Source: an optimization exercise on an open RTL-to-GDS flow (aim: a short achievable clock period and few clock cycles). Production flows keep margins and buffers that such runs may drop. RTL that was checked went through simulation tests only; none was proved equivalent to the original. Function not checked in runs 1, 3 and 4: the RTL went through the layout flow alone. No activity file was given, so power comes from the tool's default toggle rates.

==> design/flow/design.v <==
`default_nettype none
package mips_pkg;
    localparam int XLEN = 32;
    localparam int RLEN = 5;
    typedef logic [XLEN-1:0] word_t;
    typedef logic [RLEN-1:0] reg_addr_t;
    localparam logic [5:0] OP_SPECIAL = 6'h00;
    localparam logic [5:0] OP_J       = 6'h02;
    localparam logic [5:0] OP_JAL     = 6'h03;
    localparam logic [5:0] OP_BEQ     = 6'h04;
    localparam logic [5:0] OP_BNE     = 6'h05;
    localparam logic [5:0] OP_ADDIU   = 6'h09;
    localparam logic [5:0] OP_ORI     = 6'h0d;
    localparam logic [5:0] OP_LUI     = 6'h0f;
    localparam logic [5:0] OP_LW      = 6'h23;
    localparam logic [5:0] OP_SW      = 6'h2b;
    localparam logic [5:0] FN_JR   = 6'h08;
    localparam logic [5:0] FN_ADDU = 6'h21;
    localparam logic [5:0] FN_SUBU = 6'h23;
    localparam logic [5:0] FN_AND  = 6'h24;
    localparam logic [5:0] FN_OR   = 6'h25;
    localparam logic [5:0] FN_SLT  = 6'h2a;
endpackage
`default_nettype wire
`timescale 1ns/1ps
`default_nettype none
module mips_alu (
    input  mips_pkg::word_t a,
    input  mips_pkg::word_t b,
    input  logic            op_add,
    input  logic            op_sub,
    input  logic            op_and,
    input  logic            op_or,
    input  logic            op_slt,
    output mips_pkg::word_t sum,
    output mips_pkg::word_t y
);
    mips_pkg::word_t diff;
    logic            lt;
    assign sum  = a + b;
    assign diff = a - b;
    assign lt   = (a[31] ^ b[31]) ? a[31] : diff[31];
    assign y = ({32{op_add}} & sum)
             | ({32{op_sub}} & diff)
             | ({32{op_and}} & (a & b))
             | ({32{op_or}}  & (a | b))
             | {31'd0, op_slt & lt};
endmodule
`default_nettype wire
`timescale 1ns/1ps
`default_nettype none
module mips_decoder (
    input  mips_pkg::word_t     instr,
    output logic                alu_a,     
    output logic                alu_t,     
    output logic                a_zero,    
    output logic                b_imm,     
    output logic                we,        
    output mips_pkg::reg_addr_t dest,
    output logic                is_load,
    output logic                is_store,
    output logic                is_beq,
    output logic                is_bne,
    output logic                is_jr,
    output logic                is_j,      
    output logic                is_jal,
    output logic                is_lui,
    output logic                is_ori,
    output logic                op_add,
    output logic                op_sub,
    output logic                op_and,
    output logic                op_or,
    output logic                op_slt
);
    logic [5:0] op;
    logic [5:0] fn;
    logic       r_type;
    logic       r_add, r_sub, r_and, r_or, r_slt, r_alu;
    logic       addiu, ori, lui, lw, sw, beq, bne, j, jal, jr;
    logic       we_any;
    assign op     = instr[31:26];
    assign fn     = instr[5:0];
    assign r_type = (op == mips_pkg::OP_SPECIAL);
    assign r_add  = r_type && (fn == mips_pkg::FN_ADDU);
    assign r_sub  = r_type && (fn == mips_pkg::FN_SUBU);
    assign r_and  = r_type && (fn == mips_pkg::FN_AND);
    assign r_or   = r_type && (fn == mips_pkg::FN_OR);
    assign r_slt  = r_type && (fn == mips_pkg::FN_SLT);
    assign jr     = r_type && (fn == mips_pkg::FN_JR);
    assign r_alu  = r_add | r_sub | r_and | r_or | r_slt;
    assign addiu  = (op == mips_pkg::OP_ADDIU);
    assign ori    = (op == mips_pkg::OP_ORI);
    assign lui    = (op == mips_pkg::OP_LUI);
    assign lw     = (op == mips_pkg::OP_LW);
    assign sw     = (op == mips_pkg::OP_SW);
    assign beq    = (op == mips_pkg::OP_BEQ);
    assign bne    = (op == mips_pkg::OP_BNE);
    assign j      = (op == mips_pkg::OP_J);
    assign jal    = (op == mips_pkg::OP_JAL);
    assign alu_a    = r_alu | addiu | ori | lw | sw;
    assign alu_t    = r_alu;
    assign a_zero   = lui | jal;
    assign b_imm    = addiu | ori | lui | lw | sw | jal;
    assign is_load  = lw;
    assign is_store = sw;
    assign is_beq   = beq;
    assign is_bne   = bne;
    assign is_jr    = jr;
    assign is_j     = j | jal;
    assign is_jal   = jal;
    assign is_lui   = lui;
    assign is_ori   = ori;
    assign op_sub   = r_sub;
    assign op_and   = r_and;
    assign op_or    = r_or | ori;
    assign op_slt   = r_slt;
    assign op_add   = r_add | addiu | lui | lw | sw | jal;
    assign dest   = r_type ? instr[15:11] : jal ? 5'd31 : instr[20:16];
    assign we_any = r_alu | addiu | ori | lui | lw | jal;
    assign we     = we_any && (dest != 5'd0);
endmodule
`default_nettype wire
`timescale 1ns/1ps
`default_nettype none
module mips_regfile (
    input  logic                clk,
    input  logic                arst_n,
    input  mips_pkg::reg_addr_t ra1,
    input  mips_pkg::reg_addr_t ra2,
    input  logic                we,
    input  mips_pkg::reg_addr_t wa,
    input  mips_pkg::word_t     wd,
    output mips_pkg::word_t     rd1,
    output mips_pkg::word_t     rd2
);
    mips_pkg::word_t regs [1:31];
    logic [31:1]     valid;
    always_ff @(posedge clk or negedge arst_n) begin
        if (!arst_n) begin
            valid <= '0;
        end else if (we) begin
            for (int i = 1; i < 32; i++) begin
                if (wa == i[4:0]) valid[i] <= 1'b1;
            end
        end
    end
    always_ff @(posedge clk) begin
        if (we) begin
            for (int i = 1; i < 32; i++) begin
                if (wa == i[4:0]) regs[i] <= wd;
            end
        end
    end
    always_comb begin
        rd1 = '0;
        rd2 = '0;
        for (int i = 1; i < 32; i++) begin
            if (ra1 == i[4:0] && valid[i]) rd1 = regs[i];
            if (ra2 == i[4:0] && valid[i]) rd2 = regs[i];
        end
    end
endmodule
`default_nettype wire
`timescale 1ns/1ps
`default_nettype none
module mips_hazard_unit (
    input  mips_pkg::reg_addr_t f_rs,
    input  mips_pkg::reg_addr_t f_rt,
    input  logic                f_alu_a,
    input  logic                f_alu_t,
    input  mips_pkg::reg_addr_t x_dest,
    input  logic                x_we,
    input  logic                x_load,
    input  mips_pkg::reg_addr_t m_dest,
    input  logic                m_we,
    output logic                stall,
    output logic                a_x,      
    output logic                a_m,      
    output logic                a_ld,     
    output logic                t_x,
    output logic                t_m,
    output logic                t_ld
);
    logic hit_a_x, hit_t_x;
    assign hit_a_x = x_we && (x_dest == f_rs);
    assign hit_t_x = x_we && (x_dest == f_rt);
    assign a_x  = hit_a_x;
    assign t_x  = hit_t_x;
    assign a_m  = m_we && (m_dest == f_rs);
    assign t_m  = m_we && (m_dest == f_rt);
    assign a_ld = hit_a_x && x_load;
    assign t_ld = hit_t_x && x_load;
    assign stall = (a_ld && f_alu_a) || (t_ld && f_alu_t);
endmodule
`default_nettype wire
`timescale 1ns/1ps
`default_nettype none
module mips_core #(
    parameter mips_pkg::word_t RESET_PC = 32'h0000_3000
) (
    input  logic       clk,
    input  logic       arst_n,
    output mips_pkg::word_t      i_inst_addr,
    input  mips_pkg::word_t      i_inst_rdata,
    output mips_pkg::word_t      m_data_addr,
    input  mips_pkg::word_t      m_data_rdata,
    output mips_pkg::word_t      m_data_wdata,
    output logic [3:0] m_data_byteen,
    output logic       w_grf_we,
    output mips_pkg::reg_addr_t  w_grf_addr,
    output mips_pkg::word_t      w_grf_wdata,
    output mips_pkg::word_t      w_inst_addr
);
    mips_pkg::word_t     f_pc;
    mips_pkg::word_t     f_pc4;
    mips_pkg::word_t     f_pc8;
    mips_pkg::word_t     f_instr;
    mips_pkg::word_t     f_rf1;
    mips_pkg::word_t     f_rf2;
    mips_pkg::word_t     f_imm;
    mips_pkg::word_t     f_tgt;
    logic                f_alu_a, f_alu_t, f_a_zero, f_b_imm, f_we;
    mips_pkg::reg_addr_t f_dest;
    logic                f_load, f_store, f_beq, f_bne, f_jr, f_j, f_jal, f_lui, f_ori;
    logic                f_add, f_sub, f_and, f_or, f_slt;
    logic                f_stall;
    logic                f_a_x, f_a_m, f_a_ld, f_t_x, f_t_m, f_t_ld;
    mips_pkg::word_t     f_pre_a, f_pre_t;
    mips_pkg::word_t     f_opa, f_opb, f_opt;
    mips_pkg::word_t     f_npc;
    mips_pkg::word_t     x_pc;
    mips_pkg::word_t     x_opa, x_opb, x_opt;
    mips_pkg::word_t     x_tgt;
    logic                x_a_ld, x_t_ld;
    logic                x_we;
    mips_pkg::reg_addr_t x_dest;
    logic                x_load, x_store, x_beq, x_bne, x_jr, x_j;
    logic                x_add, x_sub, x_and, x_or, x_slt;
    mips_pkg::word_t     x_sum, x_y;
    mips_pkg::word_t     x_cmp_a, x_cmp_t;
    logic                x_eq, x_redirect;
    mips_pkg::word_t     x_npc;
    mips_pkg::word_t     m_pc;
    mips_pkg::word_t     m_res;
    mips_pkg::word_t     m_addr;
    mips_pkg::word_t     m_wdata;
    logic                m_we;
    mips_pkg::reg_addr_t m_dest;
    logic                m_load;
    logic                m_store;
    mips_pkg::word_t     m_wd;
    mips_pkg::word_t     w_pc;
    mips_pkg::word_t     w_res;
    logic                w_we;
    mips_pkg::reg_addr_t w_dest;
    assign i_inst_addr = f_pc;
    assign f_instr     = i_inst_rdata;
    assign f_pc4       = f_pc + 32'd4;
    assign f_pc8       = f_pc + 32'd8;
    mips_decoder u_decoder (
        .instr    (f_instr),
        .alu_a    (f_alu_a),
        .alu_t    (f_alu_t),
        .a_zero   (f_a_zero),
        .b_imm    (f_b_imm),
        .we       (f_we),
        .dest     (f_dest),
        .is_load  (f_load),
        .is_store (f_store),
        .is_beq   (f_beq),
        .is_bne   (f_bne),
        .is_jr    (f_jr),
        .is_j     (f_j),
        .is_jal   (f_jal),
        .is_lui   (f_lui),
        .is_ori   (f_ori),
        .op_add   (f_add),
        .op_sub   (f_sub),
        .op_and   (f_and),
        .op_or    (f_or),
        .op_slt   (f_slt)
    );
    mips_regfile u_regfile (
        .clk    (clk),
        .arst_n (arst_n),
        .ra1    (f_instr[25:21]),
        .ra2    (f_instr[20:16]),
        .we     (m_we),
        .wa     (m_dest),
        .wd     (m_wd),
        .rd1    (f_rf1),
        .rd2    (f_rf2)
    );
    mips_hazard_unit u_hazard (
        .f_rs    (f_instr[25:21]),
        .f_rt    (f_instr[20:16]),
        .f_alu_a (f_alu_a),
        .f_alu_t (f_alu_t),
        .x_dest  (x_dest),
        .x_we    (x_we),
        .x_load  (x_load),
        .m_dest  (m_dest),
        .m_we    (m_we),
        .stall   (f_stall),
        .a_x     (f_a_x),
        .a_m     (f_a_m),
        .a_ld    (f_a_ld),
        .t_x     (f_t_x),
        .t_m     (f_t_m),
        .t_ld    (f_t_ld)
    );
    always_comb begin
        if (f_jal)      f_imm = f_pc8;
        else if (f_lui) f_imm = {f_instr[15:0], 16'h0000};
        else if (f_ori) f_imm = {16'h0000, f_instr[15:0]};
        else            f_imm = {{16{f_instr[15]}}, f_instr[15:0]};
    end
    assign f_tgt = f_j ? {f_pc4[31:28], f_instr[25:0], 2'b00}
                       : f_pc4 + {{14{f_instr[15]}}, f_instr[15:0], 2'b00};
    assign f_pre_a = f_a_m ? m_wd : f_rf1;
    assign f_pre_t = f_t_m ? m_wd : f_rf2;
    assign f_opa   = f_a_zero ? '0 : f_a_x ? x_y : f_pre_a;
    assign f_opt   = f_t_x ? x_y : f_pre_t;
    assign f_opb   = f_b_imm ? f_imm : f_opt;
    always_ff @(posedge clk or negedge arst_n) begin
        if (!arst_n) begin
            x_we    <= 1'b0;
            x_load  <= 1'b0;
            x_store <= 1'b0;
            x_beq   <= 1'b0;
            x_bne   <= 1'b0;
            x_jr    <= 1'b0;
            x_j     <= 1'b0;
        end else begin
            x_we    <= f_we    & ~f_stall;
            x_load  <= f_load  & ~f_stall;
            x_store <= f_store & ~f_stall;
            x_beq   <= f_beq   & ~f_stall;
            x_bne   <= f_bne   & ~f_stall;
            x_jr    <= f_jr    & ~f_stall;
            x_j     <= f_j     & ~f_stall;
        end
    end
    always_ff @(posedge clk) begin
        x_dest <= f_dest;
        x_pc   <= f_pc;
        x_opa  <= f_opa;
        x_opb  <= f_opb;
        x_opt  <= f_opt;
        x_tgt  <= f_tgt;
        x_a_ld <= f_a_ld;
        x_t_ld <= f_t_ld;
        x_add  <= f_add;
        x_sub  <= f_sub;
        x_and  <= f_and;
        x_or   <= f_or;
        x_slt  <= f_slt;
    end
    mips_alu u_alu (
        .a      (x_opa),
        .b      (x_opb),
        .op_add (x_add),
        .op_sub (x_sub),
        .op_and (x_and),
        .op_or  (x_or),
        .op_slt (x_slt),
        .sum    (x_sum),
        .y      (x_y)
    );
    assign x_cmp_a    = x_a_ld ? m_data_rdata : x_opa;
    assign x_cmp_t    = x_t_ld ? m_data_rdata : x_opt;
    assign x_eq       = (x_cmp_a == x_cmp_t);
    assign x_redirect = x_j | x_jr | (x_beq & x_eq) | (x_bne & ~x_eq);
    assign x_npc      = x_jr ? x_cmp_a : x_tgt;
    assign f_npc = x_redirect ? x_npc : f_stall ? f_pc : f_pc4;
    always_ff @(posedge clk or negedge arst_n) begin
        if (!arst_n) begin
            f_pc <= RESET_PC;
        end else begin
            f_pc <= f_npc;
        end
    end
    always_ff @(posedge clk or negedge arst_n) begin
        if (!arst_n) begin
            m_we    <= 1'b0;
            m_load  <= 1'b0;
            m_store <= 1'b0;
        end else begin
            m_we    <= x_we;
            m_load  <= x_load;
            m_store <= x_store;
        end
    end
    always_ff @(posedge clk) begin
        m_dest  <= x_dest;
        m_pc    <= x_pc;
        m_res   <= x_y;
        m_addr  <= x_sum;
        m_wdata <= x_cmp_t;
    end
    assign m_data_addr   = m_addr;
    assign m_data_wdata  = m_wdata;
    assign m_data_byteen = {4{m_store}};
    assign m_wd = m_load ? m_data_rdata : m_res;
    always_ff @(posedge clk or negedge arst_n) begin
        if (!arst_n) begin
            w_we <= 1'b0;
        end else begin
            w_we <= m_we;
        end
    end
    always_ff @(posedge clk) begin
        w_dest <= m_dest;
        w_pc   <= m_pc;
        w_res  <= m_wd;
    end
    assign w_grf_we    = w_we;
    assign w_grf_addr  = w_dest;
    assign w_grf_wdata = w_res;
    assign w_inst_addr = w_pc;
endmodule
`default_nettype wire
==> design/flow/run.sh <==
#!/bin/bash
# synth_recipe.tcl (not shown) runs the flow's synth.tcl, then flattens the netlist and writes it again
# the make line also repeats each setting of config.mk as NAME=value (left out here)
make -C /OpenROAD-flow-scripts/flow DESIGN_CONFIG=/design/flow/config.mk WORK_HOME=/design/flow/orfs CLKGATE_MAP_FILE= SYNTH_SCRIPT=/design/flow/synth_recipe.tcl finish
==> design/flow/config.mk <==
export PLATFORM = sky130hd
export DESIGN_NAME = mips_core
export DESIGN_NICKNAME = mips_core
export VERILOG_FILES = /design/flow/design.v
export SDC_FILE = /design/flow/constraint.sdc
export NUM_CORES = 8
export LEC_CHECK = 0
export CAP_MARGIN = 20
export CORE_MARGIN = 2
export CORE_UTILIZATION = 25
export PLACE_DENSITY = 0.45
export SETUP_SLACK_MARGIN = 5
export SLEW_MARGIN = 20
==> design/flow/constraint.sdc <==
create_clock -name core_clock -period 8.0 [get_ports {clk}]
set_input_delay 1.6000 -clock core_clock [delete_from_list [all_inputs] [get_ports {clk}]]
set_output_delay 1.6000 -clock core_clock [all_outputs]
set_load 0.01 [all_outputs]
==> results of run 1 <==
[synth_stat cells (63+ instances only)]
cell type,number
o21ai_0,224
nand2_1,285
and3_1,92
o221ai_1,74
nand3_1,179
a31oi_1,63
a221oi_1,105
dfrtp_1,72
a222oi_1,78
o22ai_1,242
ha_1,126
nor3_1,118
nor2_1,339
mux2_2,65
a21oi_1,243
inv_1,135
a22oi_1,285
clkbuf_1,304
o211ai_1,73
xnor2_1,120
dfxtp_1,374
xor2_1,84
edfxtp_1,992
[where the power goes]
group	internal, mW	switching, mW	leakage (nW)	total, mW
combinational	2.38	2.98	16.5	5.36
sequential	8.67	0.353	13.1	9.02
clock	4.49	3.33	2.67	7.82
total	15.5	6.66	32.3	22.2
[critical path, cell delays in order]
cell	delay, ps
bufbuf_16	260
and2_4	210
nand3_1	170
buf_4	370
nand2_1	300
nor3_1	420
o221ai_1	190
a21oi_1	470
o21ai_1	310
a211oi_2	340
o21a_1	140
[kinds of logic after synthesis]
family | count (synthesis) | synth area share, %
mux | 109 | 1.81
buf+inv | 534 | 3.23
simple gates | 1294 | 9.80
fa+ha+maj | 130 | 2.56
compound gates | 1782 | 19.5
flops | 1440 | 60.4
xor+xnor | 204 | 2.76
[what timing repair did]
item,CTS,global route
setup endpoints to repair,361,222
pin swaps,429,372
buffers inserted,512,108
gates resized for setup,2186,419
gates cloned,40,1
[path summary, 6_finish.rpt]
path,from,to,slack [ps]
worst max-delay path,i_inst_rdata[17],x_opb[31]$_DFF_P_,3920
worst min-delay path,m_pc[30]$_DFF_P_,w_pc[30]$_DFF_P_,290
worst max register to register,x_opa[1]$_SDFF_PP0_,x_opb[31]$_DFF_P_,4060
worst min register to register,m_pc[30]$_DFF_P_,w_pc[30]$_DFF_P_,290
max in group asynchronous,arst_n,u_regfile.valid[2]$_DFFE_PN0P_,6060
min in group asynchronous,arst_n,x_store$_DFF_PN0_,740
[area by class of cell]
cell class | instances | area [µm²]
diodes | 5 | 12.5
fillers | 25000 | 166000
repair buffers | 1056 | 10300
well taps | 3384 | 4230
clock buffers | 214 | 4350
flip-flops and latches | 1440 | 39300
multi-input cells | 3543 | 31200
clock inverters | 82 | 1160
inverters | 138 | 527
[registers in the layout, summed over array words and instances, names as in the netlist, 5 cells and up]
register and cells:
m_res 32, u_regfile.regs 992, x_opa 32, x_dest 5, m_wdata 32, x_tgt 32
w_dest 5, x_opt 32, m_dest 5, x_pc 32, m_pc 32, u_regfile.valid 31
w_res 32, x_opb 32, m_addr 32, f_pc 32, w_pc 32
[metal layers]
metal	vias up	part of all wire (%)	track usage, %
li1	23400	-	-
met3	549	9.1	4.42
met2	3465	43	34.5
met4	6	5.0	9.85
met5	-	0.012	0
met1	28500	43	32.3
==> reports/summary.txt, run 1 <==
status -> complete, no violations
placed instance area -> 72300 µm²
# port buffers -> 235
max-cap viol count -> 0
arrival time at the worst endpoint -> 4820 ps
H-tree depth -> 4
# setup viols final -> 0
setup ws final -> 3920 ps
Root Driver -> clkbuf_16
# clock sinks -> 1440
hpwl dp -> 209000 µm
Area contributors post-synth -> edfxtp_1, dfxtp_1, a22oi_1, dfrtp_1, ha_1
Core ar. -> 257000 µm²
dominant synthesized flop cell -> edfxtp_1
fraction of layout cells with a size suffix above 1 -> 37.7%
pwr/cell area -> 244 nW/µm²
commonest non-fill, non-tap cell in the layout -> edfxtp_1
share of the synthesized area in the top cell type -> 46.0%
area grow syn2layout -> 40.4%
FF-to-FF path depth -> 16
Synth area leader -> edfxtp_1
Die W -> 513 µm
Reg clk slew, reported paths -> 60 ps
Pre-Repair DR Iteration Count -> 8
Rel. slew slack -> 22.9%
CP Launch Type -> input pin
Yosys warnings -> 3
largest net degree at the start of global routing -> 65
gp weighted congestion -> 0.961
nets -> 6533
Initial Util -> 25.2%
Leak -> 32.3 nW
routed wire length -> 317000 µm
Remaining Overflow, GRT -> 0
vias in the first global route -> 53000
hold violation count in the final report -> 0
die area -> 263000 µm²
Row Count -> 186
Num CTS Buffers -> 158
worst hold-check path type -> reg -> reg
synthesized cell area -> 64800 µm²
unrepaired setup endpoints after global routing -> true
antenna-violating nets left -> 0
CTS tree -> done
synthesized flop and latch total -> 1440
post-place setup slack -> 1450 ps
Synth cell types -> 99
most frequent cells in the layout -> edfxtp_1, buf_4, dfxtp_1, nor2_1, a22oi_1
EDFF count, synth -> 992
Clock Path Buffers -> 3
final setup TNS -> 0 ps
Hold Path Depth -> 0
design area -> 91000 µm²
I/O pin count -> 236
fin cells -> 9862
Async SR Flop Fraction -> 5.14%
total global routing track utilization -> 23.0%
Tcrit/Tclk final -> 51.0%
Worst Tran Pin Value -> 1150 ps
post-layout min period -> 4080 ps
first-pass GRT wire length -> 436000 µm
routed vias/inst -> 5.67
FMAX -> 245 MHz
via count -> 55900
DRT iter0 DRCs -> 8421
clk_skew -> 60.7 ps
worst vdd ir -> 229 µV
worst setup path class -> in -> reg
initial antenna violation count -> 9
post-layout util -> 35.4%
WP data required -> 8740 ps
worst hold slack -> 294 ps
die height -> 513 µm
total chip power -> 22.2 mW
crit end category -> flip-flop
critical-path maximum fanout -> 18
Avg Inst Size Synth -> 11.8 µm²
Inst Count DP -> 8900
Mapped Cells -> 5493
clk latency of the worst-skew pair -> 850 ps
sequential share of the synthesized area -> 60.4%
Routed WL per cell -> 32.1 µm
Slew Viols, Final -> 0
Post-CTS Hold Buffers -> 0
residual DRC count -> 0
==> run 2: changes to the inputs <==
--- a/design/flow/design.v
+++ b/design/flow/design.v
@@ -26,2 +26,62 @@
 `default_nettype none
+module mips_ks_lvl_n #(
+    parameter int D = 1
+) (
+    input  logic [31:0] g,
+    input  logic [31:0] p,
+    output logic [31:0] gn,
+    output logic [31:0] pn
+);
+    always_comb begin
+        for (int i = 0; i < 32; i++) begin
+            if (i >= D) begin
+                gn[i] = ~(g[i] | (p[i] & g[i-D]));
+                pn[i] = ~(p[i] & p[i-D]);
+            end else begin
+                gn[i] = ~g[i];
+                pn[i] = ~p[i];
+            end
+        end
+    end
+endmodule
+module mips_ks_lvl_p #(
+    parameter int D = 1
+) (
+    input  logic [31:0] gn,
+    input  logic [31:0] pn,
+    output logic [31:0] g,
+    output logic [31:0] p
+);
+    always_comb begin
+        for (int i = 0; i < 32; i++) begin
+            if (i >= D) begin
+                g[i] = ~(gn[i] & (pn[i] | gn[i-D]));
+                p[i] = ~(pn[i] | pn[i-D]);
+            end else begin
+                g[i] = ~gn[i];
+                p[i] = ~pn[i];
+            end
+        end
+    end
+endmodule
+module mips_ks_add #(
+    parameter bit SUB = 1'b0
+) (
+    input  mips_pkg::word_t a,
+    input  mips_pkg::word_t b,
+    output mips_pkg::word_t y
+);
+    logic [31:0] bb, g0, p0, x0;
+    logic [31:0] g1n, p1n, g2, p2, g3n, p3n, g4, p4, g5n, p5n;
+    assign bb = SUB ? ~b : b;
+    assign x0 = a ^ bb;
+    assign g0 = SUB ? ((a & bb) | {31'd0, x0[0]}) : (a & bb);
+    assign p0 = x0;
+    mips_ks_lvl_n #(.D(1))  u_l1 (.g(g0),   .p(p0),   .gn(g1n), .pn(p1n));
+    mips_ks_lvl_p #(.D(2))  u_l2 (.gn(g1n), .pn(p1n), .g(g2),   .p(p2));
+    mips_ks_lvl_n #(.D(4))  u_l3 (.g(g2),   .p(p2),   .gn(g3n), .pn(p3n));
+    mips_ks_lvl_p #(.D(8))  u_l4 (.gn(g3n), .pn(p3n), .g(g4),   .p(p4));
+    mips_ks_lvl_n #(.D(16)) u_l5 (.g(g4),   .p(p4),   .gn(g5n), .pn(p5n));
+    assign y = x0 ^ {~g5n[30:0], SUB};
+endmodule
 module mips_alu (
@@ -29,20 +89,79 @@
     input  mips_pkg::word_t b,
-    input  logic            op_add,
-    input  logic            op_sub,
-    input  logic            op_and,
-    input  logic            op_or,
-    input  logic            op_slt,
     output mips_pkg::word_t sum,
+    output mips_pkg::word_t diff,
+    output mips_pkg::word_t and_y,
+    output mips_pkg::word_t or_y,
+    output logic            lt
+);
+    mips_ks_add #(.SUB(1'b0)) u_sum  (.a(a), .b(b), .y(sum));
+    mips_ks_add #(.SUB(1'b1)) u_diff (.a(a), .b(b), .y(diff));
+    assign and_y = a & b;
+    assign or_y  = a | b;
+    assign lt    = (a[31] ^ b[31]) ? a[31] : diff[31];
+endmodule
+module mips_opmux_alu (
+    input  mips_pkg::word_t sum,
+    input  mips_pkg::word_t diff,
+    input  mips_pkg::word_t and_y,
+    input  mips_pkg::word_t or_y,
+    input  logic            lt,
+    input  logic [4:0]      sel,    
+    output mips_pkg::word_t pa_n,
+    output mips_pkg::word_t pb_n
+);
+    assign pa_n = ~(({32{sel[0]}} & sum) | ({32{sel[1]}} & diff) | {31'd0, sel[4] & lt});
+    assign pb_n = ~(({32{sel[2]}} & and_y) | ({32{sel[3]}} & or_y));
+endmodule
+module mips_opmux_side (
+    input  mips_pkg::word_t w1,
+    input  mips_pkg::word_t w2,
+    input  mips_pkg::word_t w3_n,
+    input  logic [2:0]      sel,    
+    output mips_pkg::word_t side_n
+);
+    assign side_n = ~(({32{sel[0]}} & w1) | ({32{sel[1]}} & w2) | ({32{sel[2]}} & ~w3_n));
+endmodule
+module mips_opmux_fin (
+    input  mips_pkg::word_t pa_n,
+    input  mips_pkg::word_t pb_n,
+    input  mips_pkg::word_t side_n,
+    output mips_pkg::word_t y
+);
+    assign y = ~(pa_n & pb_n & side_n);
+endmodule
+module mips_opmux (
+    input  mips_pkg::word_t sum,
+    input  mips_pkg::word_t diff,
+    input  mips_pkg::word_t and_y,
+    input  mips_pkg::word_t or_y,
+    input  logic            lt,
+    input  mips_pkg::word_t w1,
+    input  mips_pkg::word_t w2,
+    input  mips_pkg::word_t w3_n,
+    input  logic [7:0]      sel,    
     output mips_pkg::word_t y
 );
-    mips_pkg::word_t diff;
-    logic            lt;
-    assign sum  = a + b;
-    assign diff = a - b;
-    assign lt   = (a[31] ^ b[31]) ? a[31] : diff[31];
-    assign y = ({32{op_add}} & sum)
-             | ({32{op_sub}} & diff)
-             | ({32{op_and}} & (a & b))
-             | ({32{op_or}}  & (a | b))
-             | {31'd0, op_slt & lt};
+    mips_pkg::word_t pa_n, pb_n, side_n;
+    mips_opmux_alu u_alu (
+        .sum (sum), .diff (diff), .and_y (and_y), .or_y (or_y), .lt (lt),
+        .sel (sel[4:0]), .pa_n (pa_n), .pb_n (pb_n)
+    );
+    mips_opmux_side u_side (
+        .w1 (w1), .w2 (w2), .w3_n (w3_n), .sel (sel[7:5]), .side_n (side_n)
+    );
+    mips_opmux_fin u_fin (.pa_n (pa_n), .pb_n (pb_n), .side_n (side_n), .y (y));
+endmodule
+module mips_cmp (
+    input  mips_pkg::word_t a,
+    input  mips_pkg::word_t t,
+    input  mips_pkg::word_t ld,
+    input  logic            a_ld,
+    input  logic            t_ld,
+    output logic            eq
+);
+    logic eq_at, eq_lt, eq_al;
+    assign eq_at = (a == t);
+    assign eq_lt = (ld == t);
+    assign eq_al = (a == ld);
+    assign eq = a_ld ? (t_ld | eq_lt) : (t_ld ? eq_al : eq_at);
 endmodule
@@ -124,2 +243,27 @@
 `default_nettype none
+module mips_rf_dec (
+    input  mips_pkg::reg_addr_t ra,
+    input  logic [31:1]         valid,
+    output logic [31:1]         sel
+);
+    always_comb begin
+        for (int i = 1; i < 32; i++) begin
+            sel[i] = (ra == i[4:0]) && valid[i];
+        end
+    end
+endmodule
+module mips_rf_mux (
+    input  logic [31*32-1:0] regs,
+    input  logic [31:1]      sel,
+    output mips_pkg::word_t  rd_n
+);
+    mips_pkg::word_t rd;
+    always_comb begin
+        rd = '0;
+        for (int i = 1; i < 32; i++) begin
+            rd = rd | ({32{sel[i]}} & regs[(i-1)*32 +: 32]);
+        end
+    end
+    assign rd_n = ~rd;
+endmodule
 module mips_regfile (
@@ -132,7 +276,8 @@
     input  mips_pkg::word_t     wd,
-    output mips_pkg::word_t     rd1,
-    output mips_pkg::word_t     rd2
+    output mips_pkg::word_t     rd1_n,
+    output mips_pkg::word_t     rd2_n
 );
-    mips_pkg::word_t regs [1:31];
-    logic [31:1]     valid;
+    logic [31*32-1:0] regs;
+    logic [31:1]      valid;
+    logic [31:1]      sel1, sel2;
     always_ff @(posedge clk or negedge arst_n) begin
@@ -149,3 +294,3 @@
             for (int i = 1; i < 32; i++) begin
-                if (wa == i[4:0]) regs[i] <= wd;
+                if (wa == i[4:0]) regs[(i-1)*32 +: 32] <= wd;
             end
@@ -153,10 +298,6 @@
     end
-    always_comb begin
-        rd1 = '0;
-        rd2 = '0;
-        for (int i = 1; i < 32; i++) begin
-            if (ra1 == i[4:0] && valid[i]) rd1 = regs[i];
-            if (ra2 == i[4:0] && valid[i]) rd2 = regs[i];
-        end
-    end
+    mips_rf_dec u_dec1 (.ra(ra1), .valid(valid), .sel(sel1));
+    mips_rf_dec u_dec2 (.ra(ra2), .valid(valid), .sel(sel2));
+    mips_rf_mux u_mux1 (.regs(regs), .sel(sel1), .rd_n(rd1_n));
+    mips_rf_mux u_mux2 (.regs(regs), .sel(sel2), .rd_n(rd2_n));
 endmodule
@@ -213,2 +354,4 @@
 );
+    mips_pkg::word_t     f_pc_out;
+    mips_pkg::word_t     f_pc_in;
     mips_pkg::word_t     f_pc;
@@ -217,6 +360,5 @@
     mips_pkg::word_t     f_instr;
-    mips_pkg::word_t     f_rf1;
-    mips_pkg::word_t     f_rf2;
+    mips_pkg::word_t     f_rf1_n;
+    mips_pkg::word_t     f_rf2_n;
     mips_pkg::word_t     f_imm;
-    mips_pkg::word_t     f_tgt;
     logic                f_alu_a, f_alu_t, f_a_zero, f_b_imm, f_we;
@@ -227,3 +369,4 @@
     logic                f_a_x, f_a_m, f_a_ld, f_t_x, f_t_m, f_t_ld;
-    mips_pkg::word_t     f_pre_a, f_pre_t;
+    logic [4:0]          x_ops;
+    logic [7:0]          f_sel_a, f_sel_t, f_sel_b;
     mips_pkg::word_t     f_opa, f_opb, f_opt;
@@ -232,3 +375,6 @@
     mips_pkg::word_t     x_opa, x_opb, x_opt;
-    mips_pkg::word_t     x_tgt;
+    mips_pkg::word_t     x_pc4;
+    mips_pkg::word_t     x_off;
+    mips_pkg::word_t     x_jt;
+    mips_pkg::word_t     x_btgt;
     logic                x_a_ld, x_t_ld;
@@ -238,3 +384,4 @@
     logic                x_add, x_sub, x_and, x_or, x_slt;
-    mips_pkg::word_t     x_sum, x_y;
+    mips_pkg::word_t     x_sum, x_diff, x_and_y, x_or_y, x_y;
+    logic                x_lt;
     mips_pkg::word_t     x_cmp_a, x_cmp_t;
@@ -255,3 +402,4 @@
     mips_pkg::reg_addr_t w_dest;
-    assign i_inst_addr = f_pc;
+    assign i_inst_addr = f_pc_out ^ RESET_PC;
+    assign f_pc        = ~f_pc_in ^ RESET_PC;
     assign f_instr     = i_inst_rdata;
@@ -290,4 +438,4 @@
         .wd     (m_wd),
-        .rd1    (f_rf1),
-        .rd2    (f_rf2)
+        .rd1_n  (f_rf1_n),
+        .rd2_n  (f_rf2_n)
     );
@@ -317,9 +465,23 @@
     end
-    assign f_tgt = f_j ? {f_pc4[31:28], f_instr[25:0], 2'b00}
-                       : f_pc4 + {{14{f_instr[15]}}, f_instr[15:0], 2'b00};
-    assign f_pre_a = f_a_m ? m_wd : f_rf1;
-    assign f_pre_t = f_t_m ? m_wd : f_rf2;
-    assign f_opa   = f_a_zero ? '0 : f_a_x ? x_y : f_pre_a;
-    assign f_opt   = f_t_x ? x_y : f_pre_t;
-    assign f_opb   = f_b_imm ? f_imm : f_opt;
+    assign x_ops = {x_slt, x_or, x_and, x_sub, x_add};
+    assign f_sel_a = f_a_zero ? 8'd0
+                   : f_a_x    ? {3'b000, x_ops}
+                   : f_a_m    ? 8'b00100000
+                   :            8'b10000000;
+    assign f_sel_t = f_t_x    ? {3'b000, x_ops}
+                   : f_t_m    ? 8'b00100000
+                   :            8'b10000000;
+    assign f_sel_b = f_b_imm  ? 8'b01000000 : f_sel_t;
+    mips_opmux u_opa (
+        .sum (x_sum), .diff (x_diff), .and_y (x_and_y), .or_y (x_or_y), .lt (x_lt),
+        .w1 (m_wd), .w2 ('0), .w3_n (f_rf1_n), .sel (f_sel_a), .y (f_opa)
+    );
+    mips_opmux u_opt (
+        .sum (x_sum), .diff (x_diff), .and_y (x_and_y), .or_y (x_or_y), .lt (x_lt),
+        .w1 (m_wd), .w2 ('0), .w3_n (f_rf2_n), .sel (f_sel_t), .y (f_opt)
+    );
+    mips_opmux u_opb (
+        .sum (x_sum), .diff (x_diff), .and_y (x_and_y), .or_y (x_or_y), .lt (x_lt),
+        .w1 (m_wd), .w2 (f_imm), .w3_n (f_rf2_n), .sel (f_sel_b), .y (f_opb)
+    );
     always_ff @(posedge clk or negedge arst_n) begin
@@ -349,3 +511,5 @@
         x_opt  <= f_opt;
-        x_tgt  <= f_tgt;
+        x_pc4  <= f_pc4;
+        x_off  <= {{14{f_instr[15]}}, f_instr[15:0], 2'b00};
+        x_jt   <= {f_pc4[31:28], f_instr[25:0], 2'b00};
         x_a_ld <= f_a_ld;
@@ -359,17 +523,27 @@
     mips_alu u_alu (
-        .a      (x_opa),
-        .b      (x_opb),
-        .op_add (x_add),
-        .op_sub (x_sub),
-        .op_and (x_and),
-        .op_or  (x_or),
-        .op_slt (x_slt),
-        .sum    (x_sum),
-        .y      (x_y)
-    );
-    assign x_cmp_a    = x_a_ld ? m_data_rdata : x_opa;
-    assign x_cmp_t    = x_t_ld ? m_data_rdata : x_opt;
-    assign x_eq       = (x_cmp_a == x_cmp_t);
-    assign x_redirect = x_j | x_jr | (x_beq & x_eq) | (x_bne & ~x_eq);
-    assign x_npc      = x_jr ? x_cmp_a : x_tgt;
+        .a     (x_opa),
+        .b     (x_opb),
+        .sum   (x_sum),
+        .diff  (x_diff),
+        .and_y (x_and_y),
+        .or_y  (x_or_y),
+        .lt    (x_lt)
+    );
+    mips_opmux u_res (
+        .sum (x_sum), .diff (x_diff), .and_y (x_and_y), .or_y (x_or_y), .lt (x_lt),
+        .w1 ('0), .w2 ('0), .w3_n ('1), .sel ({3'b000, x_ops}), .y (x_y)
+    );
+    assign x_cmp_a = x_a_ld ? m_data_rdata : x_opa;
+    assign x_cmp_t = x_t_ld ? m_data_rdata : x_opt;
+    mips_cmp u_cmp (
+        .a    (x_opa),
+        .t    (x_opt),
+        .ld   (m_data_rdata),
+        .a_ld (x_a_ld),
+        .t_ld (x_t_ld),
+        .eq   (x_eq)
+    );
+    mips_ks_add #(.SUB(1'b0)) u_btgt (.a(x_pc4), .b(x_off), .y(x_btgt));
+    assign x_redirect = x_j | x_jr | (x_eq ? x_beq : x_bne);
+    assign x_npc      = x_jr ? x_cmp_a : x_j ? x_jt : x_btgt;
     assign f_npc = x_redirect ? x_npc : f_stall ? f_pc : f_pc4;
@@ -377,5 +551,7 @@
         if (!arst_n) begin
-            f_pc <= RESET_PC;
+            f_pc_out <= '0;
+            f_pc_in  <= '1;
         end else begin
-            f_pc <= f_npc;
+            f_pc_out <= f_npc ^ RESET_PC;
+            f_pc_in  <= ~(f_npc ^ RESET_PC);
         end
--- a/design/flow/config.mk
+++ b/design/flow/config.mk
@@ -13 +13,3 @@
 export SLEW_MARGIN = 20
+export SYNTH_HIERARCHICAL = 1
+export SYNTH_MINIMUM_KEEP_SIZE = 0
==> run 2 against run 1 <==
  * Combinational power shrank 5.6%
  * Sequential share of layout area is 2.0 points higher
  * Register-to-register slack gained 500 ps
  * Power rose by 4.3%
  * Area after synthesis increased by 8.7%
  * Highest routed layer unchanged
  * Global-route usage rose by 1.5 points
  * Setup slack better by 360 ps
  * Still clean
  * Non-clock buffer count shrank 400
  * Clock power increased by 6.5%
  * Worst hold slack better by 13 ps
  * Routed wire length rose by 16%
==> reports/summary.txt, run 2 <==
critical-path cell list -> buf_12 -> and2_4 -> and3_4 -> buf_4 -> a222oi_1 -> nand4_1 -> nor3_2 -> inv_1 -> a222oi_1 -> nand3_1 (was bufbuf_16 -> and2_4 -> nand3_1 -> buf_4 -> nand2_1 -> nor3_1 -> o221ai_1 -> a21oi_1 -> o21ai_1 -> a211oi_2 -> o21a_1)
via count -> 60000 (was 55900)
Mapped Cells -> 5796 (was 5493)
initial antenna violation count -> 25 (was 9)
post-place setup slack -> 2260 ps (was 1450 ps)
nets -> 6639 (was 6533)
Critical Path Source -> i_inst_rdata[21] (was i_inst_rdata[17])
# port buffers -> 235 (unchanged)
first-pass GRT wire length -> 491000 µm (was 436000 µm)
I/O pin count -> 236 (unchanged)
fill count -> 28000 (was 25000)
slowest CP cell -> nand4_1 (was a21oi_1)
Num CTS Buffers -> 181 (was 158)
die area -> 286000 µm² (was 263000 µm²)
setup ws final -> 4270 ps (was 3920 ps)
vias in the first global route -> 57400 (was 53000)
Register Area -> 40500 µm² (was 39300 µm²)
Biggest register -> u_regfile.regs (unchanged)
Core ar. -> 280000 µm² (was 257000 µm²)
FMAX -> 268 MHz (was 245 MHz)
area grow syn2layout -> 27.5% (was 40.4%)
DR WL met3 -> 37200 µm (was 28900 µm)
Avg Inst Size Synth -> 12.2 µm² (was 11.8 µm²)
Worst path max stage delay -> 560 ps (was 470 ps)
fraction of layout cells with a size suffix above 1 -> 26.5% (was 37.7%)
hpwl dp -> 214000 µm (was 209000 µm)
clk_skew -> 72.8 ps (was 60.7 ps)
Die W -> 535 µm (was 513 µm)
Rel. slew slack -> 14.6% (was 22.9%)
worst vdd ir -> 148 µV (was 229 µV)
unrepaired setup endpoints after global routing -> true (unchanged)
crit end category -> flip-flop (unchanged)
Pre-Repair DR Iteration Count -> 12 (was 8)
Hold Crit Start -> m_pc[23]$_DFF_P_ (was m_pc[30]$_DFF_P_)
worst setup path class -> in -> reg (unchanged)
met2 WL post-DR -> 161000 µm (was 136000 µm)
top layer in use -> met5 (unchanged)
DRT iter0 DRCs -> 9737 (was 8421)
clk latency of the worst-skew pair -> 880 ps (was 850 ps)
critical-path maximum fanout -> 7 (was 18)
WP data required -> 8680 ps (was 8740 ps)
max reg flops -> 992 (unchanged)
max-cap viol count -> 0 (unchanged)
most frequent cells in the layout -> edfxtp_1, a22oi_1, dfxtp_1, inv_1, nand4_1 (was edfxtp_1, buf_4, dfxtp_1, nor2_1, a22oi_1)
total global routing track utilization -> 24.6% (was 23.0%)
routed wire length -> 368000 µm (was 317000 µm)
synthesized cell area -> 70400 µm² (was 64800 µm²)
Reg clk slew, reported paths -> 60 ps (about the same)
Reg-to-Reg Start -> u_regfile.valid[2]$_DFFE_PN0P_ (was x_opa[1]$_SDFF_PP0_)
Row Count -> 194 (was 186)
commonest non-fill, non-tap cell in the layout -> edfxtp_1 (unchanged)
# clock sinks -> 1496 (was 1440)
Routed WL per cell -> 35.5 µm (was 32.1 µm)
post-layout min period -> 3730 ps (was 4080 ps)
Yosys warnings -> 15 (was 3)
final setup TNS -> 0 ps (unchanged)
# setup viols final -> 0 (unchanged)
pwr/cell area -> 258 nW/µm² (was 244 nW/µm²)
Root Driver -> clkbuf_16 (unchanged)
H-tree depth -> 4 (unchanged)
DRT met1 WL -> 142000 µm (was 136000 µm)
die height -> 535 µm (was 513 µm)
CTS tree -> done (unchanged)
critical path's top delay family -> simple AND/OR/NAND/NOR gates (was compound AO/OA/AOI/OAI gates)
arrival time at the worst endpoint -> 4400 ps (was 4820 ps)
largest net degree at the start of global routing -> 64 (was 65)
crit path buf inv count -> 3 (was 2)
CP Launch Type -> input pin (unchanged)
Slew Viols, Final -> 0 (unchanged)
Most common cell on crit path -> a222oi_1
Multi-input gate area -> 30800 µm² (was 31200 µm²)
Tcrit/Tclk final -> 46.6% (was 51.0%)
Initial Util -> 25.2% (about the same)
status -> complete, no violations (unchanged)
gp weighted congestion -> 0.955 (was 0.961)
hold violation count in the final report -> 0 (unchanged)
Reg2Reg Setup Slack -> 4560 ps (was 4060 ps)
worst hold-check path type -> reg -> reg (unchanged)
antenna-violating nets left -> 0 (unchanged)
Remaining Overflow, GRT -> 0 (unchanged)
Clock Path Buffers -> 4 (was 3)
routed vias/inst -> 5.80 (was 5.67)
residual DRC count -> 0 (unchanged)
Worst Tran Pin Value -> 1250 ps (was 1150 ps)
Leak -> 31.4 nW (was 32.3 nW)
-- run 2: cell count changes in the layout (fill, tap and decap cells not counted), moves of 82 or more --
cell | before | now
buf_4 | 532 | 213
a22oi_1 | 238 | 764
o22ai_1 | 236 | 1
nor2_1 | 257 | 155
o21ai_0 | 102 | 20
inv_1 | 122 | 276
nand4_1 | 52 | 224
a22o_1 | 38 | 190
a221oi_2 | 36 | 164
conb_1 | 0 | 187
a222oi_1 | 78 | 196
buf_6 | 216 | 124
o21ai_1 | 54 | 160
-- run 2: what timing repair did --
action                                  4_1_cts  5_1_grt
endpoints found under the setup margin      392      246
gates resized for setup                    1393      204
setup buffers                               213       68
gates cloned                                 67        5
pin swaps                                   299      196
hold buffers                                  0        0
-- run 2: final timing paths --
kind,endpoint,cells after the start
max,x_opa[17]$_DFF_P_,10
min,w_pc[23]$_DFF_P_,0
max reg2reg,x_opt[1]$_DFF_P_,9
min reg2reg,w_pc[23]$_DFF_P_,0
max in group asynchronous,m_store$_DFF_PN0_,2
min in group asynchronous,f_pc_out[25]$_DFF_PN0_,1
-- run 2: layout make-up --
class,instances,area share (%)
Tap cell,3724,5.19
Multi-Input combinational cell,3841,34.4
Timing Repair Buffer,656,7.52
Clock inverter,86,0.927
Sequential cell,1496,45.1
Inverter,296,1.24
Clock buffer,239,5.56
Antenna cell,17,0.0474
Timing Repair inverter,1,0.00836
-- run 2: per-stage QoR --
| stage | hold slack [ps] | power, mW | std cells | utilization (%) | area, µm² |
|---|---|---|---|---|---|
| 2_1_floorplan | 310 | 12.4 | 5981 | - | 72400 |
| 4_1_cts | 308 | 23.1 | 10300 | 31.6 | 88400 |
| 3_3_place_gp | 310 | 14.7 | 9659 | 27.9 | 78000 |
| 6_report | 306 | 23.2 | 10400 | 32.1 | 89800 |
| 5_1_grt | 319 | 23.9 | 10300 | 32.1 | 89700 |
| 3_5_place_dp | 312 | 14.6 | 9660 | 27.9 | 78000 |
-- run 2: per-layer routing --
metal / global-route usage [%] / vias up
met4: 14.8 / 14
met1: 31.1 / 30300
met5: 0 / -
li1: - / 24500
met2: 37.9 / 4157
met3: 5.97 / 1070
-- run 2: power breakdown --
group          internal (mW)  total, mW  switching, mW
Sequential              9.07       9.76          0.684
Clock                   4.84       8.33           3.49
Combinational           1.76       5.06           3.30
Total                   15.7       23.2           7.48
Testbench counts of run 2, summed over its fixed seeds: cycles 44,340.
==> run 3: changes to the inputs <==
--- a/design/flow/design.v
+++ b/design/flow/design.v
@@ -117,7 +117,6 @@
     input  mips_pkg::word_t w2,
-    input  mips_pkg::word_t w3_n,
-    input  logic [2:0]      sel,    
-    output mips_pkg::word_t side_n
+    input  logic [1:0]      sel,    
+    output mips_pkg::word_t pc_n
 );
-    assign side_n = ~(({32{sel[0]}} & w1) | ({32{sel[1]}} & w2) | ({32{sel[2]}} & ~w3_n));
+    assign pc_n = ~(({32{sel[0]}} & w1) | ({32{sel[1]}} & w2));
 endmodule
@@ -126,6 +125,8 @@
     input  mips_pkg::word_t pb_n,
-    input  mips_pkg::word_t side_n,
+    input  mips_pkg::word_t pc_n,
+    input  mips_pkg::word_t rd_n,
+    input  logic            sel_rf_n,
     output mips_pkg::word_t y
 );
-    assign y = ~(pa_n & pb_n & side_n);
+    assign y = ~(pa_n & pb_n & pc_n & ({32{sel_rf_n}} | rd_n));
 endmodule
@@ -143,3 +144,3 @@
 );
-    mips_pkg::word_t pa_n, pb_n, side_n;
+    mips_pkg::word_t pa_n, pb_n, pc_n;
     mips_opmux_alu u_alu (
@@ -148,20 +149,6 @@
     );
-    mips_opmux_side u_side (
-        .w1 (w1), .w2 (w2), .w3_n (w3_n), .sel (sel[7:5]), .side_n (side_n)
+    mips_opmux_side u_side (.w1 (w1), .w2 (w2), .sel (sel[6:5]), .pc_n (pc_n));
+    mips_opmux_fin u_fin (
+        .pa_n (pa_n), .pb_n (pb_n), .pc_n (pc_n), .rd_n (w3_n), .sel_rf_n (~sel[7]), .y (y)
     );
-    mips_opmux_fin u_fin (.pa_n (pa_n), .pb_n (pb_n), .side_n (side_n), .y (y));
-endmodule
-module mips_cmp (
-    input  mips_pkg::word_t a,
-    input  mips_pkg::word_t t,
-    input  mips_pkg::word_t ld,
-    input  logic            a_ld,
-    input  logic            t_ld,
-    output logic            eq
-);
-    logic eq_at, eq_lt, eq_al;
-    assign eq_at = (a == t);
-    assign eq_lt = (ld == t);
-    assign eq_al = (a == ld);
-    assign eq = a_ld ? (t_ld | eq_lt) : (t_ld ? eq_al : eq_at);
 endmodule
@@ -172,4 +159,4 @@
     input  mips_pkg::word_t     instr,
-    output logic                alu_a,     
-    output logic                alu_t,     
+    output logic                hold_a,    
+    output logic                hold_t,    
     output logic                a_zero,    
@@ -218,4 +205,4 @@
     assign jal    = (op == mips_pkg::OP_JAL);
-    assign alu_a    = r_alu | addiu | ori | lw | sw;
-    assign alu_t    = r_alu;
+    assign hold_a   = ~(j | jal | lui | jr);
+    assign hold_t   = r_type | beq | bne;
     assign a_zero   = lui | jal;
@@ -254,2 +241,31 @@
 endmodule
+module mips_rf_l1 (
+    input  logic [32*32-1:0] regs,    
+    input  logic [31:0]      sel,
+    output logic [16*32-1:0] g_n
+);
+    always_comb begin
+        for (int k = 0; k < 16; k++) begin
+            g_n[k*32 +: 32] = ~(({32{sel[2*k]}}   & regs[(2*k)*32   +: 32])
+                              | ({32{sel[2*k+1]}} & regs[(2*k+1)*32 +: 32]));
+        end
+    end
+endmodule
+module mips_rf_l2 (
+    input  logic [16*32-1:0] g_n,
+    output logic [4*32-1:0]  h
+);
+    always_comb begin
+        for (int k = 0; k < 4; k++) begin
+            h[k*32 +: 32] = ~(g_n[(4*k)*32 +: 32] & g_n[(4*k+1)*32 +: 32]
+                            & g_n[(4*k+2)*32 +: 32] & g_n[(4*k+3)*32 +: 32]);
+        end
+    end
+endmodule
+module mips_rf_l3 (
+    input  logic [4*32-1:0] h,
+    output mips_pkg::word_t rd_n
+);
+    assign rd_n = ~(h[0 +: 32] | h[32 +: 32] | h[64 +: 32] | h[96 +: 32]);
+endmodule
 module mips_rf_mux (
@@ -259,10 +275,7 @@
 );
-    mips_pkg::word_t rd;
-    always_comb begin
-        rd = '0;
-        for (int i = 1; i < 32; i++) begin
-            rd = rd | ({32{sel[i]}} & regs[(i-1)*32 +: 32]);
-        end
-    end
-    assign rd_n = ~rd;
+    logic [16*32-1:0] g_n;
+    logic [4*32-1:0]  h;
+    mips_rf_l1 u_l1 (.regs({regs, 32'd0}), .sel({sel, 1'b0}), .g_n(g_n));
+    mips_rf_l2 u_l2 (.g_n(g_n), .h(h));
+    mips_rf_l3 u_l3 (.h(h), .rd_n(rd_n));
 endmodule
@@ -309,4 +322,4 @@
     input  mips_pkg::reg_addr_t f_rt,
-    input  logic                f_alu_a,
-    input  logic                f_alu_t,
+    input  logic                f_hold_a,
+    input  logic                f_hold_t,
     input  mips_pkg::reg_addr_t x_dest,
@@ -333,3 +346,3 @@
     assign t_ld = hit_t_x && x_load;
-    assign stall = (a_ld && f_alu_a) || (t_ld && f_alu_t);
+    assign stall = (a_ld && f_hold_a) || (t_ld && f_hold_t);
 endmodule
@@ -363,3 +376,3 @@
     mips_pkg::word_t     f_imm;
-    logic                f_alu_a, f_alu_t, f_a_zero, f_b_imm, f_we;
+    logic                f_hold_a, f_hold_t, f_a_zero, f_b_imm, f_we;
     mips_pkg::reg_addr_t f_dest;
@@ -409,4 +422,4 @@
         .instr    (f_instr),
-        .alu_a    (f_alu_a),
-        .alu_t    (f_alu_t),
+        .hold_a   (f_hold_a),
+        .hold_t   (f_hold_t),
         .a_zero   (f_a_zero),
@@ -444,4 +457,4 @@
         .f_rt    (f_instr[20:16]),
-        .f_alu_a (f_alu_a),
-        .f_alu_t (f_alu_t),
+        .f_hold_a (f_hold_a),
+        .f_hold_t (f_hold_t),
         .x_dest  (x_dest),
@@ -537,10 +550,3 @@
     assign x_cmp_t = x_t_ld ? m_data_rdata : x_opt;
-    mips_cmp u_cmp (
-        .a    (x_opa),
-        .t    (x_opt),
-        .ld   (m_data_rdata),
-        .a_ld (x_a_ld),
-        .t_ld (x_t_ld),
-        .eq   (x_eq)
-    );
+    assign x_eq    = (x_opa == x_opt);
     mips_ks_add #(.SUB(1'b0)) u_btgt (.a(x_pc4), .b(x_off), .y(x_btgt));
@@ -548,3 +554,10 @@
     assign x_npc      = x_jr ? x_cmp_a : x_j ? x_jt : x_btgt;
-    assign f_npc = x_redirect ? x_npc : f_stall ? f_pc : f_pc4;
+    mips_npc u_npc (
+        .redirect (x_redirect),
+        .tgt      (x_npc),
+        .stall    (f_stall),
+        .pc       (f_pc),
+        .pc4      (f_pc4),
+        .npc      (f_npc)
+    );
     always_ff @(posedge clk or negedge arst_n) begin
@@ -597,2 +610,12 @@
 endmodule
+module mips_npc (
+    input  logic            redirect,
+    input  mips_pkg::word_t tgt,
+    input  logic            stall,
+    input  mips_pkg::word_t pc,
+    input  mips_pkg::word_t pc4,
+    output mips_pkg::word_t npc
+);
+    assign npc = stall ? pc : (redirect ? tgt : pc4);
+endmodule
 `default_nettype wire
==> design/flow/flow/run.sh (new file) <==
#!/bin/bash
set -euo pipefail
bash standard.sh synth > synth.log 2>&1
bash standard.sh SETUP_SLACK_MARGIN=5.6 finish > layout.log 2>&1
==> design/flow/standard.sh (new file) <==
#!/bin/bash
# synth_recipe.tcl (not shown) runs the flow's synth.tcl, then flattens the netlist and writes it again
# the make line also repeats each setting of config.mk as NAME=value (left out here)
make -C /OpenROAD-flow-scripts/flow DESIGN_CONFIG=/design/flow/config.mk WORK_HOME=/design/flow/orfs CLKGATE_MAP_FILE= SYNTH_SCRIPT=/design/flow/synth_recipe.tcl "${@:-finish}"
--- a/design/flow/config.mk
+++ b/design/flow/config.mk
@@ -9,4 +9,6 @@
 export CORE_MARGIN = 2
-export CORE_UTILIZATION = 25
-export PLACE_DENSITY = 0.45
+export CORE_UTILIZATION = 40
+export CTS_CLUSTER_DIAMETER = 100
+export CTS_CLUSTER_SIZE = 30
+export PLACE_DENSITY = 0.55
 export SETUP_SLACK_MARGIN = 5
removed: design/flow/run.sh
==> run 3 against run 2 <==
  * Power fell by 16%
  * Routed wire length fell by 9.3%
  * Final cell count fell by 16%
  * Setup slack improved by 490 ps
  * Critical endpoint is now x_opt[25]$_DFF_P_
  * Design area fell by 1.8%
  * Sequential power fell by 0.9%
  * Sequential cell count did not move
  * First-iteration DRC count fell by 6.3%
  * Still clean on timing, DRC and antenna
  * Global-route usage rose by 11 points
==> reports/summary.txt, run 3 <==
Biggest register -> u_regfile.regs (unchanged)
CTS tree -> done (unchanged)
CP Launch Type -> input pin (unchanged)
# port buffers -> 235 (unchanged)
Die W -> 421 µm (was 535 µm)
residual DRC count -> 0 (unchanged)
total chip power -> 19.5 mW (was 23.2 mW)
Root Driver -> clkbuf_16 (unchanged)
Critical Path Source -> i_inst_rdata[17] (was i_inst_rdata[21])
Routed WL per cell -> 38.2 µm (was 35.5 µm)
Most common cell on crit path -> buf_4 (was a222oi_1)
commonest non-fill, non-tap cell in the layout -> a22oi_1 (was edfxtp_1)
final setup TNS -> 0 ps (unchanged)
Num CTS Buffers -> 61 (was 181)
Leak -> 28.6 nW (was 31.4 nW)
DRT iter0 DRCs -> 9122 (was 9737)
die area -> 177000 µm² (was 286000 µm²)
Worst path max stage delay -> 460 ps (was 560 ps)
arrival time at the worst endpoint -> 3950 ps (was 4400 ps)
Yosys warnings -> 16 (was 15)
routed vias/inst -> 6.79 (was 5.80)
# setup viols final -> 0 (unchanged)
# clock sinks -> 1496 (unchanged)
Clock Path Buffers -> 3 (was 4)
slowest CP cell -> nand4_1 (unchanged)
total global routing track utilization -> 35.9% (was 24.6%)
Reg-to-Reg Start -> x_opa[6]$_DFF_P_ (was u_regfile.valid[2]$_DFFE_PN0P_)
first-pass GRT wire length -> 452000 µm (was 491000 µm)
max reg flops -> 992 (unchanged)
Row Count -> 153 (was 194)
gp weighted congestion -> 1.06 (was 0.955)
synthesized cell area -> 69600 µm² (was 70400 µm²)
fill count -> 15000 (was 28000)
I/O pin count -> 236 (unchanged)
Multi-input gate area -> 33900 µm² (was 30800 µm²)
Avg Inst Size Synth -> 12.2 µm² (about the same)
vias in the first global route -> 55800 (was 57400)
hold violation count in the final report -> 0 (unchanged)
post-layout min period -> 3240 ps (was 3730 ps)
Mapped Cells -> 5699 (was 5796)
Hold Crit Start -> m_pc[24]$_DFF_P_ (was m_pc[23]$_DFF_P_)
placed instance area -> 74700 µm² (was 78000 µm²)
fraction of layout cells with a size suffix above 1 -> 33.3% (was 26.5%)
antenna-violating nets left -> 0 (unchanged)
routed wire length -> 333000 µm (was 368000 µm)
clk_skew -> 86.1 ps (was 72.8 ps)
Worst Tran Pin Value -> 978 ps (was 1250 ps)
pwr/cell area -> 221 nW/µm² (was 258 nW/µm²)
max-cap viol count -> 0 (unchanged)
crit end category -> flip-flop (unchanged)
Remaining Overflow, GRT -> 0 (unchanged)
worst hold-check path type -> reg -> reg (unchanged)
largest net degree at the start of global routing -> 66 (was 64)
FMAX -> 309 MHz (was 268 MHz)
Rel. slew slack -> 34.4% (was 14.6%)
design area -> 88200 µm² (was 89800 µm²)
worst setup path class -> in -> reg (unchanged)
via count -> 59300 (was 60000)
H-tree depth -> 2 (was 4)
status -> complete, no violations (unchanged)
Register Area -> 40800 µm² (was 40500 µm²)
Pre-Repair DR Iteration Count -> 9 (was 12)
worst vdd ir -> 223 µV (was 148 µV)
clk latency of the worst-skew pair -> 850 ps (was 880 ps)
die height -> 421 µm (was 535 µm)
area grow syn2layout -> 26.8% (was 27.5%)
WP data required -> 8710 ps (was 8680 ps)
nets -> 6513 (was 6639)
critical-path cell list -> buf_16 -> and3b_2 -> buf_6 -> and3_4 -> buf_12 -> buf_4 -> a22oi_2 -> nand4_1 -> nor4_4 -> buf_4 -> o2111ai_2 (was buf_12 -> and2_4 -> and3_4 -> buf_4 -> a222oi_1 -> nand4_1 -> nor3_2 -> inv_1 -> a222oi_1 -> nand3_1)
hpwl dp -> 195000 µm (was 214000 µm)
critical-path maximum fanout -> 8 (was 7)
crit path buf inv count -> 5 (was 3)
most frequent cells in the layout -> a22oi_1, edfxtp_1, nand4_1, dfxtp_1, conb_1 (was edfxtp_1, a22oi_1, dfxtp_1, inv_1, nand4_1)
critical path's top delay family -> simple AND/OR/NAND/NOR gates (unchanged)
Core ar. -> 173000 µm² (was 280000 µm²)
Initial Util -> 40.1% (was 25.2%)
Slew Viols, Final -> 0 (unchanged)
unrepaired setup endpoints after global routing -> true (unchanged)
Reg clk slew, reported paths -> 120 ps (was 60 ps)
initial antenna violation count -> 17 (was 25)
Tcrit/Tclk final -> 40.5% (was 46.6%)
[run 3: cell types whose count changed in the layout (fill, tap and decap cells not counted), sizes merged, moves of 62 or more]
cell	delta
a221oi	-192
a222oi	-191
a22o	-189
a22oi	+640
clkbuf	-154
conb	+70
inv	-92
nand3	-137
nor3	-62
o2111ai	+128
[run 3: worst paths after layout]
path,to,slack [ps],cells past startpoint
min in group asynchronous,f_pc_out[9]$_DFF_PN0_,860,1
min reg2reg,w_pc[24]$_DFF_P_,330,0
max,x_opt[25]$_DFF_P_,4760,11
min,w_pc[24]$_DFF_P_,330,0
max in group asynchronous,u_regfile.valid[15]$_DFFE_PN0P_,6040,2
max reg2reg,f_pc_out[19]$_DFF_PN0_,4820,11
[run 3: timing repair]
item | 4_1_cts | 5_1_grt
gates resized for setup | 2074 | 439
buffers inserted | 212 | 67
setup endpoints to repair | 2090 | 559
hold buffers | 0 | 0
pin swaps | 304 | 179
cloned | 97 | 7
[run 3: final cells by class]
type / count / area share (%)
antenna: 4 / 0.0114
tap: 2325 / 3.30
sequential: 1496 / 46.2
clock buffer: 98 / 1.92
inverter: 206 / 0.884
clock inverter: 18 / 0.311
timing repair buffer: 663 / 8.84
multi-input combinational: 3919 / 38.5
[run 3: per-layer routing]
layer	wire (µm)	vias up	GRT usage, %
li1	-	23800	-
met1	120000	29700	44.7
met2	145000	4581	54.6
met3	39500	1152	9.77
met4	29000	20	24.1
met5	294	-	0
[run 3: stage by stage]
step           hold WS, ps  std cells  util (%)  setup slack, ps
2_1_floorplan          310       5952         -             4660
3_3_place_gp           311       8226      43.1             2630
3_5_place_dp           312       8226      43.1             2630
4_1_cts                333       8651      49.3             4940
5_1_grt                330       8727      50.9             4830
6_report               330       8729      50.9             4760
[run 3: power by group]
group	switching (mW)	internal, mW
registers	0.590	9.08
logic	3.45	2.21
clock network	2.64	1.54
total	6.68	12.8
==> run 4: changes to the inputs <==
==> design/flow/run.sh (new file) <==
#!/bin/bash
# synth_recipe.tcl (not shown) runs the flow's synth.tcl, then flattens the netlist and writes it again
# the make line also repeats each setting of config.mk as NAME=value (left out here)
make -C /OpenROAD-flow-scripts/flow DESIGN_CONFIG=/design/flow/config.mk WORK_HOME=/design/flow/orfs CLKGATE_MAP_FILE= SYNTH_SCRIPT=/design/flow/synth_recipe.tcl finish
--- a/design/flow/config.mk
+++ b/design/flow/config.mk
@@ -10,4 +10,2 @@
 export CORE_UTILIZATION = 40
-export CTS_CLUSTER_DIAMETER = 100
-export CTS_CLUSTER_SIZE = 30
 export PLACE_DENSITY = 0.55
removed: design/flow/flow/run.sh
removed: design/flow/standard.sh
==> run 4 against run 3 <==
  * Via count is 3.9% lower
  * Area after synthesis stayed put
  * First-iteration DRC count is 0.21% higher
  * Largest cell class unchanged
==> reports/summary.txt, run 4 <==
status -> complete, no violations (unchanged)
post-place setup slack -> 2550 ps (was 2630 ps)
Leak -> 27.9 nW (was 28.6 nW)
CTS tree -> done (unchanged)
slowest CP cell -> nor4_4 (was nand4_1)
worst hold-check path type -> reg -> reg (unchanged)
I/O pin count -> 236 (unchanged)
via count -> 57000 (was 59300)
final setup TNS -> 0 ps (unchanged)
worst hold slack -> 323 ps (was 330 ps)
commonest non-fill, non-tap cell in the layout -> a22oi_1 (unchanged)
Most common cell on crit path -> buf_12 (was buf_4)
Num CTS Buffers -> 162 (was 61)
Mapped Cells -> 5699 (unchanged)
Worst path max stage delay -> 600 ps (was 460 ps)
Clock Path Buffers -> 3 (unchanged)
worst vdd ir -> 160 µV (was 223 µV)
critical-path cell list -> buf_12 -> and3b_2 -> and3_4 -> buf_12 -> buf_16 -> a22oi_1 -> nand4_1 -> nor4_4 -> o2111ai_1 (was buf_16 -> and3b_2 -> buf_6 -> and3_4 -> buf_12 -> buf_4 -> a22oi_2 -> nand4_1 -> nor4_4 -> buf_4 -> o2111ai_2)
Yosys warnings -> 16 (unchanged)
area grow syn2layout -> 20.0% (was 26.8%)
Worst Tran Pin Value -> 1190 ps (was 978 ps)
post-layout util -> 48.2% (was 50.9%)
arrival time at the worst endpoint -> 3940 ps (was 3950 ps)
total global routing track utilization -> 31.4% (was 35.9%)
met2 Usage GRT -> 48.4% (was 54.6%)
Pre-Repair DR Iteration Count -> 9 (unchanged)
clock group share of total power -> 36.0% (was 21.5%)
max reg flops -> 992 (unchanged)
design area -> 83500 µm² (was 88200 µm²)
pwr/cell area -> 262 nW/µm² (was 221 nW/µm²)
WP data required -> 8690 ps (was 8710 ps)
Remaining Overflow, GRT -> 0 (unchanged)
internal power -> 15.2 mW (was 12.8 mW)
met1 Track Usage GR -> 41.4% (was 44.7%)
most frequent cells in the layout -> a22oi_1, edfxtp_1, dfxtp_1, nand4_1, conb_1 (was a22oi_1, edfxtp_1, nand4_1, dfxtp_1, conb_1)
CP Launch Type -> input pin (unchanged)
hpwl dp -> 188000 µm (was 195000 µm)
largest net degree at the start of global routing -> 64 (was 66)
# clock sinks -> 1496 (unchanged)
die area -> 177000 µm² (unchanged)
die height -> 421 µm (unchanged)
crit end category -> flip-flop (unchanged)
Inst Count DP -> 8245 (was 8226)
Reg2Reg Setup Slack -> 4980 ps (was 4820 ps)
worst setup path class -> in -> reg (unchanged)
crit path buf inv count -> 3 (was 5)
nets -> 6396 (was 6513)
routed vias/inst -> 6.55 (was 6.79)
grt met3 use -> 7.94% (was 9.77%)
Tcrit/Tclk final -> 40.6% (was 40.5%)
critical path's top delay family -> simple AND/OR/NAND/NOR gates (unchanged)
first-pass GRT wire length -> 402000 µm (was 452000 µm)
vias in the first global route -> 52500 (was 55800)
Rel. slew slack -> 20.4% (was 34.4%)
# port buffers -> 235 (unchanged)
Slew Viols, Final -> 0 (unchanged)
Reg clk slew, reported paths -> 60 ps (was 120 ps)
clk_skew -> 56.4 ps (was 86.1 ps)
placed instance area -> 74300 µm² (was 74700 µm²)
Reg power frac -> 43.9% (was 49.6%)
Die W -> 421 µm (unchanged)
synthesized cell area -> 69600 µm² (unchanged)
Root Driver -> clkbuf_16 (unchanged)
Biggest register -> u_regfile.regs (unchanged)
setup ws final -> 4760 ps (about the same)
Switch Pwr -> 6.66 mW (was 6.68 mW)
initial antenna violation count -> 10 (was 17)
antenna-violating nets left -> 0 (unchanged)
Row Count -> 153 (unchanged)
FMAX -> 308 MHz (was 309 MHz)
critical-path maximum fanout -> 11 (was 8)
Core ar. -> 173000 µm² (unchanged)
# setup viols final -> 0 (unchanged)
H-tree depth -> 4 (was 2)
fraction of layout cells with a size suffix above 1 -> 20.2% (was 33.3%)
hold violation count in the final report -> 0 (unchanged)
gp weighted congestion -> 0.995 (was 1.06)
Most Crowded Layer GR -> met2 (unchanged)
post-layout min period -> 3240 ps (about the same)
Avg Inst Size Synth -> 12.2 µm² (unchanged)
Initial Util -> 40.1% (unchanged)
max-cap viol count -> 0 (unchanged)
unrepaired setup endpoints after global routing -> true (unchanged)
fin cells -> 8698 (was 8729)
DRT iter0 DRCs -> 9141 (was 9122)
Routed WL per cell -> 34.0 µm (was 38.2 µm)
total chip power -> 21.8 mW (was 19.5 mW)
combinational fraction of design power -> 20.1% (was 29.0%)
clk latency of the worst-skew pair -> 850 ps (about the same)
Switching Fraction -> 30.5% (was 34.2%)
routed wire length -> 296000 µm (was 333000 µm)
residual DRC count -> 0 (unchanged)
run 4: layout make-up:
type,instances,area (µm²)
Antenna cell,7,17.5
Clock buffer,214,4490
Clock inverter,86,1090
Fill cell,15300,89800
Inverter,206,779
Multi-Input combinational cell,3876,28700
Sequential cell,1496,40500
Tap cell,2325,2910
Timing Repair Buffer,488,4940
run 4: worst paths after layout:
path / startpoint / endpoint / cells after the start
setup / recovery: i_inst_rdata[23] / x_opa[4]$_DFF_P_ / 9
setup reg to reg: x_opa[4]$_DFF_P_ / x_opb[27]$_DFF_P_ / 9
min in group asynchronous: arst_n / f_pc_out[12]$_DFF_PN0_ / 1
hold reg to reg: x_pc[10]$_DFF_P_ / m_pc[10]$_DFF_P_ / 0
max in group asynchronous: arst_n / u_regfile.valid[31]$_DFFE_PN0P_ / 2
hold / removal: x_pc[10]$_DFF_P_ / m_pc[10]$_DFF_P_ / 0
run 4: what timing repair did:
action	4_1_cts	5_1_grt
endpoints found under the setup margin	349	184
hold endpoints to repair	0	0
cloned	18	14
setup buffers	51	63
pin swaps	71	119
hold buffers	0	0
gates resized for setup	989	269
run 4: power groups by stage:
stage | sequential [mW] | clock [mW] | combinational (mW)
floorplan | 9.53 | 0 | 2.52
global placement | 9.73 | 0 | 4.21
detailed placement | 9.72 | 0 | 4.20
CTS | 9.57 | 7.95 | 4.17
global route | 9.63 | 8.24 | 4.65
finish | 9.59 | 7.86 | 4.39
run 4: layer usage:
metal | wire length, µm | up-vias
met3 | 32200 | 703
met5 | 35 | -
met4 | 16600 | 6
li1 | - | 23600
met1 | 115000 | 28700
met2 | 132000 | 3966
run 4: worst reg2reg max path: stages, from the launching register on:
cell and delay (ps):
dfxtp_2 510, ha_1 380, a21oi_1 250, o21ai_1 140
a21oi_1 350, o21ai_1 290, a21oi_2 230, xnor2_2 240
a22oi_1 300, o2111ai_1 160

Re-timed with assumed drivers on the ports (clkbuf_16 on the clock, buf_2 on other inputs), run 4 has 4.712 ns of setup slack against 4.755 ns with ideal ports, and 3.795 ns once port delays also move by the mid clock arrival of 0.917 ns.
